Source: an optimization exercise on an open RTL-to-GDS flow (aim: small area, a short achievable clock period and few clock cycles per item). Production flows keep margins and buffers that such runs may drop. In this exercise RTL edits were held to simulation tests only and were not proved equivalent to the original.

Setup of v27:
==> flow/design.v (excerpt) <==
module euclidean_integer_divider_top #(
   parameter int KS = 2       
) (
   input  wire logic              clock,
   input  wire logic              reset,
   input  wire logic              req_valid,
   output logic                   req_ready,
   input  edv_pkg::req_type       req_data,
   output logic                   rsp_valid,
   input  wire logic              rsp_ready,
   output edv_pkg::rsp_type       rsp_data
);
   localparam int P  = KS - 1;       
   localparam int WN = 35 + P;       
   localparam int YN = WN + 1;       
   localparam int CW = 5;            
   logic [WN-1:0] ws_q, wc_q;    
   logic          qp0_q, qn0_q;  
   logic [32:0]   q_q;           
   logic [32:0]   qm_q;          
   logic [31:0]   d_q;           
   logic          bneg_q;        
   logic          bz_q;          
   logic          dbz_q;
   logic [CW-1:0] cnt_q;         
   logic          fst_q;         
   logic          act_q;         
   logic          pc_q;          
   logic          vld_q;
   wire [31:0] a = req_data.dividend;
   wire [31:0] b = req_data.divisor;
   wire [30:0] bx = b[30:0] ^ {31{b[31]}};
  ...
Size: about 190 flip-flops, ~100 I/O pins.
export LEC_CHECK = 0
export CAP_MARGIN = 20
export CORE_MARGIN = 2
export CORE_UTILIZATION = 40
export CTS_BUF_LIST = sky130_fd_sc_hd__clkbuf_8 sky130_fd_sc_hd__clkbuf_16
export PLACE_DENSITY = 0.6
export SETUP_SLACK_MARGIN = 2.0
export SLEW_MARGIN = 20
create_clock -name core_clock -period 5.0 [get_ports {clock}]
standard.sh (not shown) runs the stock make flow with config.mk's settings and CLKGATE_MAP_FILE= SYNTH_SCRIPT=/design/flow/synth_recipe.tcl, a recipe that flattens the netlist after the stock synthesis.
==> flow/flow/run.sh <==
#!/bin/bash
# The standard layout (standard.sh), run in three parts, with these
# changes to how the layout is made:
# - synthesis does not extract full/half adders into sky130 fa/ha cells
#   before ABC (ADDER_MAP_FILE empty), so the carry-save and prefix logic
#   maps as gates;
# - ABC maps with flow/abc_speed.script (structural choices, then delay-
#   oriented mapping) instead of ORFS's, from a copy of ORFS's scripts folder
#   that differs only in that file;
# - during placement only, the delay cells (clkdlybuf4s*, dlygate*, dlymetal*)
#   are also don't-use, so the port buffers that placement inserts on every
#   input and output are plain buffers rather than delay cells.
# Registers, names and all other steps are the standard flow's. Each part's
# make output goes to its own log here; ORFS's per-step logs stay under
# orfs/logs.
set -euo pipefail
rm -rf scripts
cp -r "$FLOW_HOME/scripts" scripts
cp flow/abc_speed.script scripts/abc_speed.script
common=(SCRIPTS_DIR="$PWD/scripts" ADDER_MAP_FILE=)
bash standard.sh "${common[@]}" synth floorplan > flow_synth_floorplan.log 2>&1
du=$(make -s -C "$FLOW_HOME" DESIGN_CONFIG="$PWD/config.mk" WORK_HOME="$PWD/orfs" print-DONT_USE_CELLS | sed -n 's/^DONT_USE_CELLS: //p')
dly="sky130_fd_sc_hd__clkdlybuf4s15_1 sky130_fd_sc_hd__clkdlybuf4s15_2 sky130_fd_sc_hd__clkdlybuf4s18_1 sky130_fd_sc_hd__clkdlybuf4s18_2 sky130_fd_sc_hd__clkdlybuf4s25_1 sky130_fd_sc_hd__clkdlybuf4s25_2 sky130_fd_sc_hd__clkdlybuf4s50_1 sky130_fd_sc_hd__clkdlybuf4s50_2 sky130_fd_sc_hd__dlygate4sd1_1 sky130_fd_sc_hd__dlygate4sd2_1 sky130_fd_sc_hd__dlygate4sd3_1 sky130_fd_sc_hd__dlymetal6s2s_1 sky130_fd_sc_hd__dlymetal6s4s_1 sky130_fd_sc_hd__dlymetal6s6s_1"
bash standard.sh "${common[@]}" DONT_USE_CELLS="$du $dly" place > flow_place.log 2>&1
bash standard.sh "${common[@]}" finish > flow_finish.log 2>&1
==> flow/flow/abc_speed.script <==
strash
dch -f
map
topo
buffer -c
upsize -c
dnsize -c
v27: no failed stages, no open violations at the end
Testbench counts of v27, summed over its fixed seeds: cycles 37,141, items 3,600.
#### Input delta (v1 over v27)
Settings: CTS_BUF_LIST no longer set, was sky130_fd_sc_hd__clkbuf_8 sky130_fd_sc_hd__clkbuf_16.
==> flow/flow/abc_speed.script <==
&get -n
&st
&dch -f
&nf
&put
topo
buffer -c
upsize -c
dnsize -c
==> comparison <==
Row routed length per instance: v1 higher / v27 lower
v1 improves on v27 in wire length.
Taking v27 as the reference, in v1 wire length on met2 dropped 5.7%; worst hold slack rose by 0.019 ns.
Here is what was changed in the inputs of v2 compared with v1.
==> flow/flow/abc_speed.script <==
strash
dch -f
map
topo
buffer -c
upsize -c
dnsize -c
Notes after the runs:
- Diff v1..v2 | number of top-level design ports | unchanged
- Synthesized instance count for v2 is higher than for v1.
- v2 vs v1, fmax went up by about 17%.
- NOTE: core region area in v2 exceeds that of v1
- v2: global-route usage 1.6 points above v1
- v2 completed end to end with timing, DRC and antenna clean.
- v2 vs v1 on instance count after placement with tap cells included: v2 is the higher one.
- Summary: with v1 as the reference, cell area in v2 moved down by a few percent.
- When v2 is measured against v1, its initial antenna violation count turns out 2 higher.
- Relative to v1, post-detailed-route wirelength per cell has gone down in v2.
- Summary of v2 over v1: total overflow reported by the global router held, area occupied by registers went down 0.74%.
Here is what was changed in the inputs of v36 compared with v2.
Settings: swapping 0.6 for 0.5 in PLACE_DENSITY.
Results
- v36 ends up with higher synthesis-to-layout area growth than v2 does.
- From v2 to v36 the numbers moved as follows: relative slew slack saw an increase; first-pass GRT wire length up 3400 um.
- Cmp v2 and v36 / sequential share of layout area / higher: v2
- v36 reports its first element of the critical path as fst_q while v2 reports d_q[30].
- Looking at reg-to-reg setup timing slack across both flows, v36 is the stronger of the two, with v2 trailing.
Modified inputs, v8 compared to v36
Settings: SETUP_SLACK_MARGIN: 2.0 -> 2.2; PLACE_DENSITY: 0.5 -> 0.6.
- Every run (v36 and v8) finished clean.
- met2 routing resource usage after global routing, v36 and v8, higher one = v36.
- Final critical delay including setup and external delays, v36 and v8, lower one = v8.
- Going from v36 to v8, flip-flop and latch share of the layout cell area went down by 0.88 points; critical path depth +9.

* * *

euclidean_integer_divider_top, a different RTL version from the one above (not shown whole).
Size in the first run: ~2400 cells after synthesis, roughly 200 flip-flops, roughly 16000 sq um of cells after synthesis.
Settings: LEC_CHECK=0, CAP_MARGIN=20, CORE_MARGIN=2, CORE_UTILIZATION=60, PLACE_DENSITY=0.75, SETUP_SLACK_MARGIN=1.5, SLEW_MARGIN=20; clock period 5.0 ns.
==> flow/flow/run.sh <==
#!/bin/bash
# The standard layout (standard.sh) with two synthesis changes:
# - no extraction of full/half adders into sky130 fa/ha cells before ABC
#   (ADDER_MAP_FILE empty), so the carry-save and prefix logic maps as gates;
# - ABC maps with flow/abc_speed.script (structural choices, then delay-
#   oriented mapping) instead of ORFS's. It runs from a copy of ORFS's scripts
#   folder that differs only in that file.
# Registers, names and all later steps are the standard flow's. The whole make
# output goes to flow.log here; ORFS's per-step logs stay under orfs/logs.
set -euo pipefail
rm -rf scripts
cp -r "$FLOW_HOME/scripts" scripts
cp flow/abc_speed.script scripts/abc_speed.script
bash standard.sh SCRIPTS_DIR="$PWD/scripts" ADDER_MAP_FILE= finish > flow.log 2>&1
==> flow/flow/abc_speed.script <==
strash
dch -f
map
topo
buffer -c
upsize -c
dnsize -c
The first run produced a clean layout.
Testbench counts at the start, summed over its fixed seeds: cycles 37,141, items 3,600.
Rerun with:
==> flow/flow/run.sh (replaced) <==
#!/bin/bash
# The standard layout (standard.sh), run in three parts, with these
# changes to how the layout is made:
# - synthesis does not extract full/half adders into sky130 fa/ha cells
#   before ABC (ADDER_MAP_FILE empty), so the carry-save and prefix logic
#   maps as gates;
# - ABC maps with flow/abc_speed.script (structural choices, then delay-
#   oriented mapping) instead of ORFS's, from a copy of ORFS's scripts folder
#   that differs only in that file;
# - during placement only, the delay cells (clkdlybuf4s*, dlygate*, dlymetal*)
#   are also don't-use, so the port buffers that placement inserts on every
#   input and output are plain buffers rather than delay cells.
# Registers, names and all other steps are the standard flow's. Each part's
# make output goes to its own log here; ORFS's per-step logs stay under
# orfs/logs.
set -euo pipefail
rm -rf scripts
cp -r "$FLOW_HOME/scripts" scripts
cp flow/abc_speed.script scripts/abc_speed.script
common=(SCRIPTS_DIR="$PWD/scripts" ADDER_MAP_FILE=)
bash standard.sh "${common[@]}" synth floorplan > flow_synth_floorplan.log 2>&1
du=$(make -s -C "$FLOW_HOME" DESIGN_CONFIG="$PWD/config.mk" WORK_HOME="$PWD/orfs" print-DONT_USE_CELLS | sed -n 's/^DONT_USE_CELLS: //p')
dly="sky130_fd_sc_hd__clkdlybuf4s15_1 sky130_fd_sc_hd__clkdlybuf4s15_2 sky130_fd_sc_hd__clkdlybuf4s18_1 sky130_fd_sc_hd__clkdlybuf4s18_2 sky130_fd_sc_hd__clkdlybuf4s25_1 sky130_fd_sc_hd__clkdlybuf4s25_2 sky130_fd_sc_hd__clkdlybuf4s50_1 sky130_fd_sc_hd__clkdlybuf4s50_2 sky130_fd_sc_hd__dlygate4sd1_1 sky130_fd_sc_hd__dlygate4sd2_1 sky130_fd_sc_hd__dlygate4sd3_1 sky130_fd_sc_hd__dlymetal6s2s_1 sky130_fd_sc_hd__dlymetal6s4s_1 sky130_fd_sc_hd__dlymetal6s6s_1"
bash standard.sh "${common[@]}" DONT_USE_CELLS="$du $dly" place > flow_place.log 2>&1
bash standard.sh "${common[@]}" finish > flow_finish.log 2>&1
--- a/flow/config.mk
+++ b/flow/config.mk
@@ -8,6 +8,6 @@
 export CAP_MARGIN = 20
 export CORE_MARGIN = 2
-export CORE_UTILIZATION = 60
-export PLACE_DENSITY = 0.75
-export SETUP_SLACK_MARGIN = 1.5
+export CORE_UTILIZATION = 40
+export PLACE_DENSITY = 0.6
+export SETUP_SLACK_MARGIN = 2.0
 export SLEW_MARGIN = 20
What happened:
- The new run finished clean
- cell count is higher by 8.2%
- die area is higher by 49%
- via count is about the same
- worst setup slack improved by 530 ps
- cell area is higher by 2.1%
- fmax is higher by 18%
- wire length is higher by 6.3%
- global-route usage is lower by 10 points
Rerun with:
--- a/flow/config.mk
+++ b/flow/config.mk
@@ -10,4 +10,4 @@
 export CORE_UTILIZATION = 40
 export PLACE_DENSITY = 0.6
-export SETUP_SLACK_MARGIN = 2.0
+export SETUP_SLACK_MARGIN = 2.2
 export SLEW_MARGIN = 20
What happened: The changed run passed the timing, DRC and antenna checks; critical path depth goes down by 3; routed wire length goes up by 6.7%; non-clock buffer count rose by 43; worst setup slack is better by 43 ps; clock skew hardly moves; final area is higher by 7.3%; sequential share of layout area shrinks by 1.7 points; via count is higher by 2.8%.
Rerun with:
--- a/flow/config.mk
+++ b/flow/config.mk
@@ -9,5 +9,5 @@
 export CORE_MARGIN = 2
 export CORE_UTILIZATION = 40
-export PLACE_DENSITY = 0.6
-export SETUP_SLACK_MARGIN = 2.2
+export PLACE_DENSITY = 0.5
+export SETUP_SLACK_MARGIN = 2.0
 export SLEW_MARGIN = 20
- The new run finished clean
- final cell count is lower by 1.6%
- utilization fell by 3.3 points

[re-timing with driven ports]
The flow's constraints put no driver on any port. The routed layouts listed below were extracted and timed again, unchanged, in two steps.
Step 1, drivers: a clkbuf_16 drives clock and a buf_2 each remaining input, both assumed.
Step 2, shift: input delay + t, output delay - t, t = (earliest + latest rising clock arrival at the registers) / 2. This alone moves slack from input paths to output paths.
Three values: ideal ports, drivers, drivers and shift; two values: the first two.
run	t (ns)	setup WS [ns]	clock arrival spread, ns
v27	0.510	2.117 / 2.117 / 1.701	0.024 / 0.024
v1	0.513	1.640 / 1.640 / 1.640	0.020 / 0.020
v2	0.507	2.118 / 2.118 / 1.700	0.021 / 0.022
v36	0.518	2.098 / 2.036 / 1.633	0.021 / 0.022
v8	0.501	2.150 / 2.150 / 1.824	0.016 / 0.016
the first run of note 2	0.507	1.576 / 1.576 / 1.171	0.024 / 0.024
the second run of note 2	0.516	2.103 / 2.095 / 1.647	0.019 / 0.019
the third run of note 2	0.520	2.146 / 2.120 / 1.678	0.016 / 0.016
the fourth run of note 2	0.518	2.154 / 2.106 / 1.686	0.017 / 0.018
After both steps every run listed still meets setup and hold.
